This design comes from an exercise in tuning for small area, a short achievable clock period and few clock cycles per item on the open sky130 flow, not from production work.
The RTL was checked by simulation tests, not by an equivalence proof against the original design.
Power and IR drop assume default switching activity.

<file path="flow/design.v">
`default_nettype none
package atb_pkg;
  localparam int WGT_W = 31;
  localparam int SUM_W = 37;
  localparam int SCL_W = 31;
  localparam int IDX_W  = 6;
  localparam int FRAC_W = 25;
  typedef struct packed {
    logic signed [31:0] weight;
    logic               not_finite;
    logic               last_weight;
  } atb_in_t;
  typedef struct packed {
    logic [IDX_W-1:0]  entry_index;
    logic [FRAC_W-1:0] pmf_value;
    logic [FRAC_W-1:0] keep_probability;
    logic [IDX_W-1:0]  alias_index;
    logic [SUM_W-1:0]  total_weight;
    logic              uniform_fallback;
    logic              overflow;
    logic              last_entry;
  } atb_out_t;
endpackage
`default_nettype wire
`default_nettype none
module atb_ram #(
  parameter int WIDTH = 8,
  parameter int DEPTH = 64,
  localparam int AW   = (DEPTH > 1) ? $clog2(DEPTH) : 1
) (
  input  wire logic             clk,
  input  wire logic             we,
  input  wire logic [AW-1:0]    waddr,
  input  wire logic [WIDTH-1:0] wdata,
  input  wire logic [AW-1:0]    raddr,
  output logic      [WIDTH-1:0] rdata
);
  logic [WIDTH-1:0] mem_r [DEPTH];
  always_ff @(posedge clk) begin
    if (we) begin
      mem_r[waddr] <= wdata;
    end
  end
  assign rdata = mem_r[raddr];
endmodule
`default_nettype wire
`default_nettype none
module atb_add #(
  parameter int W = 8
) (
  input  wire logic [W-1:0] a,
  input  wire logic [W-1:0] b,
  input  wire logic         ci,
  output logic      [W-1:0] s,
  output logic              co
);
  logic [W-1:0] g, p, x;
  logic [W:0]   c;
  always_comb begin
    x = a ^ b;
    g = a & b;
    p = x;
    for (int d = 1; d < W; d = d * 2) begin
      for (int i = W - 1; i >= 0; i--) begin
        if ((i / d) % 2 == 1) begin
          g[i] = g[i] | (p[i] & g[(i / d) * d - 1]);
          p[i] = p[i] & p[(i / d) * d - 1];
        end
      end
    end
    c[0] = ci;
    for (int i = 0; i < W; i++) begin
      c[i+1] = g[i] | (p[i] & ci);
    end
  end
  assign s  = x ^ c[W-1:0];
  assign co = c[W];
endmodule
module atb_div #(
  parameter int K   = 1,
  parameter bit R4  = 1'b1
) (
  input  wire logic                 clk,
  input  wire logic                 rst_n,
  input  wire logic                 in_v,
  input  wire logic [36:0]          in_wn,
  input  wire logic [36:0]          den,
  input  wire logic [38:0]          den3,
  input  wire logic [8:0]           nn1,    
  input  wire logic [8:0]           nn2,
  input  wire logic [8:0]           nn3,
  output logic                      out_v,
  output logic [30:0]               out_q,
  output logic [24:0]               out_pq
);
  localparam int STEPS  = 31;
  localparam int NMAIN  = (STEPS + K - 1) / K;
  localparam int NSTAGE = NMAIN + 1;
  logic [NSTAGE-1:0]            v_r;
  logic [NSTAGE-1:0][36:0]      rem_r;
  logic [NSTAGE-1:0][6:0]       nlo_r;
  logic [NSTAGE-1:0][30:0]      q_r;
  logic [NSTAGE-1:0][5:0]       srem_r;
  logic [NSTAGE-1:0][24:0]      pq_r;
  logic [36:0]                  nden;
  assign nden = ~den;
  for (genvar s = 0; s < NSTAGE; s++) begin : g_stage
    localparam int M0 = s * K;
    localparam int M1 = ((s + 1) * K < STEPS) ? (s + 1) * K : STEPS;
    localparam int S0 = (s - 1) * K;
    localparam int S1 = (s * K < STEPS) ? s * K : STEPS;
    logic              v_i;
    logic [36:0]       rem_i;
    logic [6:0]        nlo_i;
    logic [30:0]       q_i;
    logic [5:0]        srem_i;
    logic [24:0]       pq_i;
    logic [36:0]       rem_o;
    logic [6:0]        nlo_o;
    logic [30:0]       q_o;
    logic [5:0]        srem_o;
    logic [24:0]       pq_o;
    if (s == 0) begin : g_first
      assign v_i    = in_v;
      assign rem_i  = {7'd0, in_wn[36:7]};
      assign nlo_i  = in_wn[6:0];
      assign q_i    = '0;
      assign srem_i = '0;
      assign pq_i   = '0;
    end else begin : g_next
      assign v_i    = v_r[s-1];
      assign rem_i  = rem_r[s-1];
      assign nlo_i  = nlo_r[s-1];
      assign q_i    = q_r[s-1];
      assign srem_i = srem_r[s-1];
      assign pq_i   = pq_r[s-1];
    end
    if (R4 && M0 < STEPS && M1 - M0 == 2) begin : g_main4
      logic [38:0] trial, d1, d2, d3;
      logic        ge1, ge2, ge3;
      assign trial = {rem_i, nlo_i[6:5]};
      atb_add #(.W(39)) u_s1 (.a(trial), .b({2'b11, nden}), .ci(1'b1), .s(d1), .co(ge1));
      atb_add #(.W(39)) u_s2 (.a(trial), .b({1'b1, nden, 1'b1}), .ci(1'b1), .s(d2), .co(ge2));
      atb_add #(.W(39)) u_s3 (.a(trial), .b(~den3), .ci(1'b1), .s(d3), .co(ge3));
      assign rem_o = ge3 ? d3[36:0] : ge2 ? d2[36:0] : ge1 ? d1[36:0] : trial[36:0];
      assign nlo_o = nlo_i << 2;
      assign q_o   = 31'({q_i, ge2, ge3 | (ge1 & !ge2)});
    end else if (M0 < STEPS) begin : g_main
      logic [36:0] rem_c [M1-M0+1];
      logic [M1-M0-1:0] qb;
      assign rem_c[0] = rem_i;
      for (genvar j = 0; j < M1 - M0; j++) begin : g_step
        logic [37:0] trial, diff;
        logic        ge;
        assign trial = {rem_c[j], nlo_i[6-j]};
        atb_add #(.W(38)) u_sub (
          .a(trial), .b({1'b1, nden}), .ci(1'b1), .s(diff), .co(ge));
        assign rem_c[j+1] = ge ? diff[36:0] : trial[36:0];
        assign qb[M1-M0-1-j] = ge;
      end
      assign rem_o = rem_c[M1-M0];
      assign nlo_o = nlo_i << (M1 - M0);
      assign q_o   = 31'({q_i, qb});
    end else begin : g_nomain
      assign rem_o = rem_i;
      assign nlo_o = nlo_i;
      assign q_o   = q_i;
    end
    if (s > 0 && S1 - S0 == 2) begin : g_small4
      logic [7:0] strial;
      logic [8:0] e1, e2, e3;
      logic       g1, g2, g3, c1, c2, c3;
      assign strial = {srem_i, q_i[1:0]};
      atb_add #(.W(9)) u_e1 (.a({1'b0, strial}), .b(nn1), .ci(1'b0), .s(e1), .co(c1));
      atb_add #(.W(9)) u_e2 (.a({1'b0, strial}), .b(nn2), .ci(1'b0), .s(e2), .co(c2));
      atb_add #(.W(9)) u_e3 (.a({1'b0, strial}), .b(nn3), .ci(1'b0), .s(e3), .co(c3));
      assign g1     = !e1[8];
      assign g2     = !e2[8];
      assign g3     = !e3[8];
      assign srem_o = g3 ? e3[5:0] : g2 ? e2[5:0] : g1 ? e1[5:0] : strial[5:0];
      assign pq_o   = 25'({pq_i, g2, g3 | (g1 & !g2)});
    end else if (s > 0) begin : g_small
      logic [5:0] srem_c [S1-S0+1];
      logic [S1-S0-1:0] pb;
      assign srem_c[0] = srem_i;
      for (genvar j = 0; j < S1 - S0; j++) begin : g_sstep
        logic [6:0] strial;
        logic [8:0] sdiff;
        logic       sge;
        assign strial = {srem_c[j], q_i[S1-S0-1-j]};
        assign sdiff  = {2'b0, strial} + nn1;
        assign sge    = !sdiff[8];
        assign srem_c[j+1] = sge ? sdiff[5:0] : strial[5:0];
        assign pb[S1-S0-1-j] = sge;
      end
      assign srem_o = srem_c[S1-S0];
      assign pq_o   = 25'({pq_i, pb});
    end else begin : g_nosmall
      assign srem_o = srem_i;
      assign pq_o   = pq_i;
    end
    always_ff @(posedge clk) begin
      rem_r[s]  <= rem_o;
      nlo_r[s]  <= nlo_o;
      q_r[s]    <= q_o;
      srem_r[s] <= srem_o;
      pq_r[s]   <= pq_o;
      if (!rst_n) v_r[s] <= 1'b0;
      else        v_r[s] <= v_i;
    end
  end
  assign out_v   = v_r[NSTAGE-1];
  assign out_q   = q_r[NSTAGE-1];
  assign out_pq  = pq_r[NSTAGE-1];
endmodule
`default_nettype wire
`default_nettype none
module alias_table_builder #(
  parameter int ENTRIES       = 64,
  parameter int FRACTION_BITS = 24,
  parameter int DIV_K         = 2
) (
  input  wire logic              clk,
  input  wire logic              rst_n,
  input  wire logic              in_valid,
  output logic                   in_ready,
  input  wire logic [33:0]       in_data,
  output logic                   out_valid,
  input  wire logic              out_ready,
  output logic [101:0]           out_data
);
  localparam int AW = 6;
  localparam int NW = 7;
  localparam int SW = atb_pkg::SUM_W;
  localparam int CW = atb_pkg::SCL_W;
  localparam int WW = atb_pkg::WGT_W;
  localparam logic [24:0] ONE_FX = 25'(1) << FRACTION_BITS;
  typedef enum logic [1:0] {
    S_LOAD, S_WAIT, S_PREP, S_BUILD
  } state_t;
  atb_pkg::atb_in_t in_d;
  assign in_d = atb_pkg::atb_in_t'(in_data);
  state_t            state_r;
  logic              in_ready_r;
  logic [NW-1:0]     acc_r;
  logic              iq_v_r;
  logic [WW-1:0]     iq_w_r;
  logic [NW-1:0]     iq_a_r;
  logic [SW-1:0]     sum_r;
  logic              drop_r;
  logic [NW-1:0]     n_r;
  logic [SW-1:0]     tot_r;
  logic [SW+1:0]     tot3_r;       
  logic              uni_r;
  logic              ovf_r;
  logic [AW-1:0]     f_r;
  logic [NW-1:0]     fl_r;
  logic              a_v_r;
  logic [WW-1:0]     a_w_r;
  logic              b_v_r;
  logic [SW-1:0]     b_s_r, b_c_r;
  logic              c_v_r;
  logic [SW-1:0]     c_wn_r;
  logic [NW+1:0]     nn1_r;        
  logic [NW+1:0]     nn2_r;
  logic [NW+1:0]     nn3_r;
  logic [NW-1:0]     rc_r;
  logic              dd_r;         
  logic [ENTRIES-1:0] avs_r, avl_r, paired_r;
  logic              ts_v_r, tl_v_r;
  logic [AW-1:0]     ts_i_r, tl_i_r;
  logic              hs_v_r, hl_v_r, pd_v_r, cu_v_r;
  logic [AW-1:0]     hs_i_r, hl_i_r, pd_i_r, cu_i_r;
  logic [23:0]       hs_val_r, pd_val_r;
  logic [CW-1:0]     hl_val_r, cu_val_r;
  logic              o_act_r;
  logic [AW-1:0]     o_i_r;
  logic              o_last_r;
  logic              out_valid_r;
  atb_pkg::atb_out_t out_data_r;
  logic          wm_we;
  logic [AW-1:0] wm_wa, wm_ra;
  logic [WW-1:0] wm_wd, wm_rd;
  atb_ram #(.WIDTH(WW), .DEPTH(ENTRIES)) u_wm (
    .clk(clk), .we(wm_we), .waddr(wm_wa), .wdata(wm_wd), .raddr(wm_ra), .rdata(wm_rd));
  logic [CW-1:0] sc_mem [ENTRIES];
  logic          sc_we;
  logic [AW-1:0] sc_wa, sc_raa;
  logic [CW-1:0] sc_wd, sc_rda;
  logic          d_v;
  logic [AW-1:0] d_i;
  logic [CW-1:0] d_q;
  logic [24:0]   d_pq;
  atb_div #(.K(DIV_K), .R4(1'b1)) u_div (
    .clk(clk), .rst_n(rst_n), .in_v(c_v_r), .in_wn(c_wn_r),
    .den(tot_r), .den3(tot3_r), .nn1(nn1_r), .nn2(nn2_r), .nn3(nn3_r),
    .out_v(d_v), .out_q(d_q), .out_pq(d_pq));
  logic [AW-1:0] d_i_r;
  assign d_i = d_i_r;
  function automatic logic [2:0] top8(input logic [7:0] v);
    top8 = '0;
    for (int i = 0; i < 8; i++) begin
      if (v[i]) top8 = 3'(i);
    end
  endfunction
  function automatic logic [AW-1:0] top64(input logic [63:0] v);
    logic [7:0] any;
    logic [2:0] grp;
    for (int g = 0; g < 8; g++) any[g] = |v[8*g +: 8];
    grp   = top8(any);
    top64 = {grp, top8(v[8*grp +: 8])};
  endfunction
  function automatic logic [2*SW-1:0] csa(input logic [SW-1:0] x, y, z);
    csa = {x ^ y ^ z, SW'({(x & y) | (x & z) | (y & z)} << 1)};
  endfunction
  logic [SW-1:0] pp [7];
  logic [SW-1:0] pp_s, pp_c, wn_sum;
  logic [SW-1:0] s1, c1, s2, c2, s3, c3, s4, c4;
  always_comb begin
    for (int k = 0; k < 7; k++) pp[k] = n_r[k] ? (SW'(a_w_r) << k) : '0;
    {s1, c1} = csa(pp[0], pp[1], pp[2]);
    {s2, c2} = csa(pp[3], pp[4], pp[5]);
    {s3, c3} = csa(s1, c1, s2);
    {s4, c4} = csa(s3, c3, c2);
    {pp_s, pp_c} = csa(s4, c4, pp[6]);
  end
  logic wn_co;
  atb_add #(.W(SW)) u_wn (.a(b_s_r), .b(b_c_r), .ci(1'b0), .s(wn_sum), .co(wn_co));
  logic [SW+1:0] tot3;
  logic          tot3_co;
  logic [SW-1:0] tot_new;
  logic [NW+1:0] acc3;
  assign tot_new = sum_zero ? SW'(acc_r) : sum_r;
  assign acc3    = {1'b0, acc_r, 1'b0} + {2'b0, acc_r};
  atb_add #(.W(SW+2)) u_tot3 (.a({2'b0, sum_r}), .b({1'b0, sum_r, 1'b0}), .ci(1'b0),
                              .s(tot3), .co(tot3_co));
  logic [SW-1:0] sum_add;
  logic          sum_co;
  atb_add #(.W(SW)) u_sum (.a(sum_r), .b(SW'(iq_w_r)), .ci(1'b0), .s(sum_add), .co(sum_co));
  logic [AW-1:0]      s_i, l_i;
  logic [23:0]        s_val;
  logic [CW-1:0]      l_val, vsum;
  logic               vsum_co;
  logic               vsmall, s_ok, l_ok, step, take_s, take_l, cons_s, cons_l, want_s;
  assign s_ok   = pd_v_r || hs_v_r;
  assign l_ok   = cu_v_r || hl_v_r;
  assign step   = (state_r == S_BUILD) && s_ok && l_ok;
  assign cons_s = step && !pd_v_r;
  assign cons_l = step && !cu_v_r;
  assign want_s = (!hs_v_r || cons_s) && ts_v_r;
  assign take_s = (state_r == S_BUILD) && want_s;
  assign take_l = (state_r == S_BUILD) && (!hl_v_r || cons_l) && tl_v_r && !want_s;
  logic byp_s, byp_l, d_small;
  assign d_small = (d_q[CW-1:24] == '0);
  assign byp_s  = (state_r == S_BUILD) && (!hs_v_r || cons_s) && !ts_v_r && d_v && d_small;
  assign byp_l  = (state_r == S_BUILD) && (!hl_v_r || cons_l) && !tl_v_r && d_v && !d_small;
  logic s_empty, l_empty, build_end;
  assign s_empty   = !pd_v_r && !hs_v_r && !ts_v_r;
  assign l_empty   = !cu_v_r && !hl_v_r && !tl_v_r;
  assign build_end = (state_r == S_BUILD) && dd_r && (s_empty || l_empty);
  assign s_i    = pd_v_r ? pd_i_r : hs_i_r;
  assign s_val  = pd_v_r ? pd_val_r : hs_val_r;
  assign l_i    = cu_v_r ? cu_i_r : hl_i_r;
  assign l_val  = cu_v_r ? cu_val_r : hl_val_r;
  atb_add #(.W(CW)) u_pair (.a(l_val), .b({7'h7f, s_val}), .ci(1'b0), .s(vsum), .co(vsum_co));
  assign vsmall = (vsum[CW-1:24] == '0);
  logic          pw_v_r;
  logic [AW-1:0] pw_a_r;
  logic [29:0]   pw_d_r;
  always_ff @(posedge clk) begin
    if (sc_we) sc_mem[sc_wa] <= sc_wd;
    if (pw_v_r) sc_mem[pw_a_r][29:0] <= pw_d_r;
  end
  assign sc_rda = sc_mem[sc_raa];
  logic [ENTRIES-1:0] avs_nxt, avl_nxt;
  always_comb begin
    avs_nxt = avs_r;
    avl_nxt = avl_r;
    if (take_s) avs_nxt[ts_i_r] = 1'b0;
    if (take_l) avl_nxt[tl_i_r] = 1'b0;
    if (d_v) begin
      avs_nxt[d_i] = d_small && !byp_s;
      avl_nxt[d_i] = !d_small && !byp_l;
    end
    if (state_r == S_PREP) begin
      avs_nxt = '0;
      avl_nxt = '0;
    end
  end
  logic [ENTRIES-1:0] avs_rest, avl_rest;
  logic               ss_v, sl_v, ts_v_nxt, tl_v_nxt;
  logic [AW-1:0]      ss_i, sl_i, ts_i_nxt, tl_i_nxt;
  assign avs_rest = avs_r & ~(ENTRIES'(1) << ts_i_r);
  assign avl_rest = avl_r & ~(ENTRIES'(1) << tl_i_r);
  assign ss_v     = |avs_rest;
  assign sl_v     = |avl_rest;
  assign ss_i     = top64(avs_rest);
  assign sl_i     = top64(avl_rest);
  logic               bs_v, bl_v;
  logic [AW-1:0]      bs_i, bl_i;
  always_comb begin
    bs_v = take_s ? ss_v : ts_v_r;
    bs_i = take_s ? ss_i : ts_i_r;
    bl_v = take_l ? sl_v : tl_v_r;
    bl_i = take_l ? sl_i : tl_i_r;
    ts_v_nxt = bs_v || (d_v && d_small && !byp_s);
    ts_i_nxt = bs_v ? bs_i : d_i;
    tl_v_nxt = bl_v || (d_v && !d_small && !byp_l);
    tl_i_nxt = bl_v ? bl_i : d_i;
    if (state_r == S_PREP) begin
      ts_v_nxt = 1'b0;
      tl_v_nxt = 1'b0;
    end
  end
  logic accept;
  logic [WW-1:0] w_in;
  assign accept = in_valid && in_ready_r;
  assign w_in   = (!in_d.not_finite && !in_d.weight[31]) ? in_d.weight[WW-1:0] : '0;
  assign sc_raa = o_act_r ? o_i_r : (want_s ? ts_i_r : tl_i_r);
  logic [AW-1:0] top_i;
  logic          sum_zero;
  assign top_i    = AW'(acc_r - NW'(1));
  assign sum_zero = (sum_r == '0);
  logic [AW-1:0] wm_ra_r, f_nxt, o_i_nxt;
  logic          o_act_nxt;
  always_comb begin
    f_nxt = f_r;
    if (state_r == S_PREP)                       f_nxt = AW'(acc_r - NW'(2));
    else if (state_r == S_BUILD && fl_r != '0)   f_nxt = f_r - AW'(1);
    o_act_nxt = o_act_r;
    o_i_nxt   = o_i_r;
    if (build_end) begin
      o_act_nxt = 1'b1;
      o_i_nxt   = '0;
    end else if (o_adv) begin
      o_act_nxt = !o_last_r;
      o_i_nxt   = o_inc;
    end
  end
  assign wm_ra = wm_ra_r;
  logic          o_adv;
  assign o_adv = o_act_r && (!out_valid_r || out_ready);
  state_t        state_nxt;
  always_comb begin
    state_nxt = state_r;
    unique case (state_r)
      S_LOAD:  if (accept && in_d.last_weight) state_nxt = S_WAIT;
      S_WAIT:  if (!o_act_r || (o_adv && o_last_r)) state_nxt = S_PREP;
      S_PREP:  state_nxt = S_BUILD;
      S_BUILD: if (build_end) state_nxt = S_LOAD;
      default: state_nxt = S_LOAD;
    endcase
  end
  logic [NW-1:0] acc_inc;
  logic [AW-1:0] o_inc;
  logic          ir_aa, ir_an, ir_na, ir_nn, o_done_adv;
  assign acc_inc    = acc_r + NW'(1);
  assign o_inc      = o_i_r + AW'(1);
  assign o_done_adv = o_last_r;
  assign ir_nn = acc_r[NW-1] || !o_act_r || (acc_r < {1'b0, o_i_r});
  assign ir_na = acc_r[NW-1] || o_done_adv || !o_act_r || (acc_r < {1'b0, o_inc});
  assign ir_an = acc_inc[NW-1] || !o_act_r || (acc_inc < {1'b0, o_i_r});
  assign ir_aa = acc_inc[NW-1] || o_done_adv || !o_act_r || (acc_inc < {1'b0, o_inc});
  always_comb begin
    wm_we = 1'b0;
    wm_wa = iq_a_r[AW-1:0];
    wm_wd = iq_w_r;
    sc_we = 1'b0;
    sc_wa = d_i;
    sc_wd = d_q;
    if (iq_v_r && !iq_a_r[NW-1]) wm_we = 1'b1;
    if (d_v) begin
      wm_we = 1'b1;
      wm_wa = d_i;
      wm_wd = WW'(d_pq);
      sc_we = 1'b1;
    end
  end
  always_ff @(posedge clk) begin
    if (accept) begin
      iq_w_r <= w_in;
      iq_a_r <= acc_r;
    end
    a_w_r  <= ((state_r == S_PREP) ? sum_zero : uni_r) ? WW'(1) : wm_rd;
    b_s_r  <= pp_s;
    b_c_r  <= pp_c;
    c_wn_r <= wn_sum;
    if (state_r == S_PREP) d_i_r <= top_i;
    else if (d_v)          d_i_r <= d_i_r - AW'(1);
    if (state_r == S_PREP) begin
      n_r   <= acc_r;
      tot_r  <= tot_new;
      tot3_r <= sum_zero ? (SW+2)'(acc3) : tot3;
      nn1_r  <= -{2'b0, acc_r};
      nn2_r  <= -{1'b0, acc_r, 1'b0};
      nn3_r  <= -acc3;
      uni_r <= sum_zero;
      ovf_r <= drop_r;
    end
    wm_ra_r <= o_act_nxt ? o_i_nxt : (state_nxt == S_PREP) ? top_i : f_nxt;
    pw_a_r  <= s_i;
    pw_d_r  <= {l_i, s_val};
    avs_r  <= avs_nxt;
    avl_r  <= avl_nxt;
    ts_v_r <= ts_v_nxt;
    tl_v_r <= tl_v_nxt;
    ts_i_r <= ts_i_nxt;
    tl_i_r <= tl_i_nxt;
    if (state_r == S_PREP) begin
      paired_r <= '0;
      pd_v_r   <= 1'b0;
      cu_v_r   <= 1'b0;
      hs_v_r   <= 1'b0;
      hl_v_r   <= 1'b0;
    end
    if (take_s) begin
      hs_v_r   <= 1'b1;
      hs_i_r   <= ts_i_r;
      hs_val_r <= sc_rda[23:0];
    end else if (byp_s) begin
      hs_v_r   <= 1'b1;
      hs_i_r   <= d_i;
      hs_val_r <= d_q[23:0];
    end else if (cons_s) begin
      hs_v_r   <= 1'b0;
    end
    if (take_l) begin
      hl_v_r   <= 1'b1;
      hl_i_r   <= tl_i_r;
      hl_val_r <= sc_rda;
    end else if (byp_l) begin
      hl_v_r   <= 1'b1;
      hl_i_r   <= d_i;
      hl_val_r <= d_q;
    end else if (cons_l) begin
      hl_v_r   <= 1'b0;
    end
    if (step) begin
      paired_r[s_i] <= 1'b1;
      pd_v_r        <= vsmall;
      cu_v_r        <= !vsmall;
      pd_i_r        <= l_i;
      cu_i_r        <= l_i;
      pd_val_r      <= vsum[23:0];
      cu_val_r      <= vsum;
    end
    if (o_adv) begin
      out_data_r.entry_index      <= o_i_r;
      out_data_r.pmf_value        <= wm_rd[24:0];
      out_data_r.keep_probability <= paired_r[o_i_r] ? {1'b0, sc_rda[23:0]} : ONE_FX;
      out_data_r.alias_index      <= paired_r[o_i_r] ? sc_rda[29:24] : o_i_r;
      out_data_r.total_weight     <= tot_r;
      out_data_r.uniform_fallback <= uni_r;
      out_data_r.overflow         <= ovf_r;
      out_data_r.last_entry       <= o_last_r;
    end
    if (!rst_n) begin
      state_r     <= S_LOAD;
      in_ready_r  <= 1'b0;
      acc_r       <= '0;
      iq_v_r      <= 1'b0;
      sum_r       <= '0;
      drop_r      <= 1'b0;
      fl_r        <= '0;
      dd_r        <= 1'b0;
      a_v_r       <= 1'b0;
      b_v_r       <= 1'b0;
      c_v_r       <= 1'b0;
      rc_r        <= '0;
      o_act_r     <= 1'b0;
      o_i_r       <= '0;
      o_last_r    <= 1'b0;
      out_valid_r <= 1'b0;
      pw_v_r      <= 1'b0;
    end else begin
      pw_v_r  <= step;
      state_r <= state_nxt;
      if (state_r == S_PREP)             acc_r <= '0;
      else if (accept && !acc_r[NW-1])   acc_r <= acc_inc;
      if (state_r != S_LOAD || state_nxt != S_LOAD) in_ready_r <= 1'b0;
      else if (accept)
        in_ready_r <= o_adv ? ir_aa : ir_an;
      else
        in_ready_r <= o_adv ? ir_na : ir_nn;
      iq_v_r <= accept;
      if (iq_v_r) begin
        if (iq_a_r[NW-1]) drop_r <= 1'b1;
        else              sum_r  <= sum_add;
      end
      if (state_r == S_PREP) begin
        sum_r  <= '0;
        drop_r <= 1'b0;
      end
      a_v_r <= (state_r == S_PREP) || ((state_r == S_BUILD) && (fl_r != '0));
      b_v_r <= a_v_r;
      c_v_r <= b_v_r;
      if (state_r == S_PREP) begin
        f_r  <= AW'(acc_r - NW'(2));
        fl_r <= acc_r - NW'(1);
        rc_r <= acc_r;
        dd_r <= 1'b0;
      end else if (state_r == S_BUILD) begin
        if (fl_r != '0) begin
          f_r  <= f_r - AW'(1);
          fl_r <= fl_r - NW'(1);
        end
        if (d_v) rc_r <= rc_r - NW'(1);
        if (d_v && rc_r == NW'(1)) dd_r <= 1'b1;
      end
      if (build_end) begin
        o_act_r  <= 1'b1;
        o_i_r    <= '0;
        o_last_r <= (n_r == NW'(1));
      end else if (o_adv) begin
        o_act_r  <= !o_last_r;
        o_i_r    <= o_inc;
        o_last_r <= ({1'b0, o_inc} == n_r - NW'(1));
      end
      if (o_adv)          out_valid_r <= 1'b1;
      else if (out_ready) out_valid_r <= 1'b0;
    end
  end
  assign in_ready  = in_ready_r;
  assign out_valid = out_valid_r;
  assign out_data  = 102'(out_data_r);
endmodule
`default_nettype wire
</file>
<file path="flow/run.sh">
#!/bin/bash
# synth_recipe.tcl (not shown) runs the flow's synth.tcl, then flattens the netlist and writes it again
# the make line also repeats each setting of config.mk as NAME=value (left out here)
make -C /OpenROAD-flow-scripts/flow DESIGN_CONFIG=/design/flow/config.mk WORK_HOME=/design/flow/orfs CLKGATE_MAP_FILE= SYNTH_SCRIPT=/design/flow/synth_recipe.tcl finish
</file>
<file path="flow/config.mk">
export PLATFORM = sky130hd
export DESIGN_NAME = alias_table_builder
export DESIGN_NICKNAME = alias_table_builder
export VERILOG_FILES = /design/flow/design.v
export SDC_FILE = /design/flow/constraint.sdc
export NUM_CORES = 4
export LEC_CHECK = 0
export ABC_CLOCK_PERIOD_IN_PS = 1000
export CAP_MARGIN = 20
export CORE_MARGIN = 2
export CORE_UTILIZATION = 40
export SETUP_SLACK_MARGIN = 4.0
export SLEW_MARGIN = 20
export TNS_END_PERCENT = 5
</file>
<file path="flow/constraint.sdc">
create_clock -name core_clock -period 8.0 [get_ports {clk}]
set_input_delay 1.6000 -clock core_clock [delete_from_list [all_inputs] [get_ports {clk}]]
set_output_delay 1.6000 -clock core_clock [all_outputs]
set_load 0.01 [all_outputs]
</file>
==> run summary <==
- Max clock buf depth: 4
- Post-Synth Simple-Gate Area: 9.31%
- HP Start: u_div.q_r[424]$_DFF_P_
- RSZ-0062 raised after global routing: true
- Mapped Cells: 28013
- Setup WS pre-CTS: 1.82 ns
- Yosys top cell area share: between 30 and 40%
- Slew Limit Fails: 0
- Met1 usage: 37.2%
- Status: complete, no violations
- DR iter-0 viols: 32053
- Number of synthesis warnings: 11
- Worst skew pair latency: about 1.2 ns
- Worst reg2reg path startpoint: d_i_r[3]$_DFFE_PN_
- Grt peak-use layer: met2
- FF-to-FF End: u_wm.mem_r[9][1]$_DFFE_PP_
- GRT Overall Usage: 28.3%
- # Max-Cap Violations: 0
- Die Ht: a little over 900 um
- Clk pin slew, worst setup/hold paths: approximately 0.060 ns
- Setup violators final: 0
- Post-Synth Adder-Cell Area: 10.1%
- Placed cell areas: 0.348 mm2
- Design Area, Final: approximately 0.39 mm2
- CTS tree: yes
- DR vias: 252301
- Number of synthesized flops with an enable pin: 4337
- Hpwl dp: between 700 and 800 mm
- Minimum clock period: 4.57 ns
- Peak supply drop: 263 uV
- Vias in the first global route: 242371
- Register area share after synthesis: 48.9%
- Hold Path Sink: u_div.q_r[457]$_DFF_P_
- Power Total: 135 mW
- First-pass GRT wire length: ~1700 mm
- Starting Density: around two fifths
- Per-cell routed wire length: 31.2 um
- Aggregate routed wire length: 1250 mm
- Count of clock tree sinks: approximately 5900
- Required @ worst endpoint: between 8 and 9 ns
- Fmax: 219 MHz
- # port buffers: 141
- Post-route ant nets: 0
- CTS buffer count: about 640
- Rel. slew slack: 12.4%
- Crit. End Element: register
- Commonest non-fill, non-tap cells in the layout: edfxtp_1 (4337), nand2_1 (2276), ha_1 (2111)
- M2 GR Usage: 43.1%
- Slew @ Worst Pin: 1.31 ns
- Final Util: 46.9%
- Most common cell after layout, fill and taps aside: edfxtp_1
- WHS: around 0.26 ns
- Yosys top cell by area: edfxtp_1
- Non-filler instance count after layout: 40155
- P&R area growth vs syn: 16.9%
- Nets: around 31000
- Area of the die: 0.838 mm2
- TritonRoute pass-1 iters: 13
- FP Rows: 334
- Gpl congestion: 0.954
- Hold Crit Depth: 0
- Post-synthesis cell type count: 120
- Vias per cell: 6.28
- CTS H-tree depth: 6
- Slack of the worst reg-to-reg path: 3.43 ns
- Synth Register Bits: 5944
- I/O pin total: 142
- CP arrival: approximately 5.3 ns
- Root Driver: clkbuf_16
- Largest family of logic cells by synthesized area: compound AO/OA/AOI/OAI gates
- CP Max Fanout: 19
- Post-synthesis compound-gate area fraction: 15.2%
- Main synth FF type: edfxtp_1
- Die Wd: 915 um
- GRT overflow: 0
- Layout cells sized above 1: 18.6%
- Startpoint Class: register
- Initial antenna violation count: between 90 and 100
- Worst-case clock skew: around 0.13 ns
- Grt met3 use: under 10%
- Final hold vios: 0
- Post-synth ARST share: 0%
- Pin count of the biggest net entering global routing: 148
- Worst Slack Setup Final: between 3 and 4 ns
- HP Class: register to register
- FF-to-FF path depth: 8
- Syn_area_per_cell: 11.9 um2
- Top cells by area, synth: edfxtp_1 (39%), dfxtp_1 (9.7%), ha_1 (8.2%), mux4_2 (7.9%), a22o_1 (3.9%)
- Setup_tns: 0 ns
- Area share of xor/xnor cells in the synthesized design: ~3.7%
- Static Leak: 147 nW
- Period utilization: 57.1%
- Core Region: slightly above 0.8 mm2
- DRC: 0
- Power per cell area: 348 mW/mm2
- Post-synthesis mux area share: under 10%
- Mapped cell area: 0.332 mm2
- Post-Place Cells: 37986
- CP Class: register to register
## state kept, by name, summed over array words and instances, names as in the netlist, 32 cells and up, named ones only
signal	cells
sc_mem	1984
u_wm.mem_r	1984
u_div.rem_r	555
u_div.q_r	302
u_div.pq_r	181
out_data_r	102
u_div.srem_r	90
avl_r	64
avs_r	64
paired_r	64
tot3_r	38
b_s_r	37
c_wn_r	37
sum_r	37
tot_r	37
b_c_r	32
## layer usage
metal,routed length [um],part of all wire [%]
met1,487000,39
met2,543000,43
met3,133000,11
met4,89300,7.1
met5,266,0.021
## final cells by class
class | count | area [um2]
sequential | 5944 | 163000
antenna | 69 | 173
timing repair buffer | 1666 | 18600
clock inverter | 314 | 2940
timing repair inverter | 11 | 95.1
inverter | 761 | 3800
clock buffer | 859 | 17700
multi-input combinational | 19611 | 168000
tap | 10920 | 13700
fill | 73189 | 439000
## cells in the mapped netlist, drive strengths merged (45+ instances only)
cell and number:
o21bai 79, a211o 46, a21boi 62, and3 147, and4 53, mux2 279, a21o 618, a211oi 492
o21ai 1494, o31ai 106, edfxtp 4337, buf 330, and2 442, or2 123, nand4 133, nor2b 443
nand2 2294, dfxtp 1607, xor2 575, nor2 1431, xnor2 823, nand3 514, a31oi 125, nor4 45
a22o 1475, o211ai 293, mux2i 329, ha 2174, fa 316, clkbuf 1404, nor3 419, mux4 1168
o21a 364, o22ai 87, a21oi 1472, o31a 46, o221ai 120, nand2b 235, inv 758, or3 156
a22oi 66
## worst max-delay path, stage by stage (launching register included)
cell	delay [ns]
edfxtp_1	0.32
buf_4	0.43
inv_1	0.41
nor2_1	0.67
nand2_1	0.11
o21ai_0	0.30
nand2_1	0.62
nor2_4	0.75
buf_4	0.49
## power by group
group / internal, mW / leakage, nW / switching [mW]
Clock: 16.5 / 10.1 / 13.2
Sequential: 36.4 / 56.6 / 5.50
Combinational: 27.3 / 80.4 / 36.3
Total: 80.2 / 147 / 55.0
## timing repair
item                                    4_1_cts  5_1_grt
setup buffers                               363      396
hold buffers                                  0        0
cloned                                       85       68
gates resized for setup                    1178      854
endpoints found under the setup margin     2055     2714
pin swaps                                   210      310
## cell families (layout without fill, tap and decap cells)
group	count (synthesis)	count (layout)
other	1	74
AO/OA/AOI/OAI	7353	7377
multiplexers	1776	1776
buffers and inverters	2495	3611
adder cells (fa/ha/maj)	2490	2490
flip-flops	5944	5944
XOR/XNOR	1398	1398
AND/OR/NAND/NOR	6556	6565
## worst max-delay path by stage
stage                                        start                          to  slack [ns]  cells after the start
after global routing          cu_v_r$_SDFFCE_PN0P_      hs_val_r[21]$_DFFE_PP_        3.44                     16
after global placement          tot_r[0]$_DFFE_PP_    u_div.rem_r[357]$_DFF_P_        1.85                     14
after detailed placement        tot_r[0]$_DFFE_PP_    u_div.rem_r[357]$_DFF_P_        1.82                     14
after CTS                 tot3_r[11]$_SDFFCE_PP0P_    u_div.rem_r[108]$_DFF_P_        3.58                     17
after floorplan              state_r[1]$_SDFF_PN0_            n_r[0]$_DFFE_PP_        3.13                      6
final                           d_i_r[3]$_DFFE_PN_  u_wm.mem_r[9][1]$_DFFE_PP_        3.43                      8
Testbench counts, summed over its fixed seeds: cycles 3,804, items 1,134.

static timing again, ports no longer ideal:
How much do the figures lean on ideal ports? The routed layout below was timed once more, with nothing changed but the port constraints. Step 1 assumes that a clkbuf_16 drives the clock port and a buf_2 every other input. Step 2, shift: input delay + t, output delay - t, t = (earliest + latest rising clock arrival at the registers) / 2. This alone moves slack from input paths to output paths. a / b / c = ideal / step 1 / step 2; a / b = the first two.
t, ns: 1.268
slack for setup (ns): 3.430 / 3.430 / 2.959
clock arrival spread, ns: 0.165 / 0.165
worst data-port slew with drivers (ns): 0.35
After both steps this run still meets setup and hold. For this run, drivers alone change the setup slack by 0.000 ns; drivers and shift together by -0.471 ns.
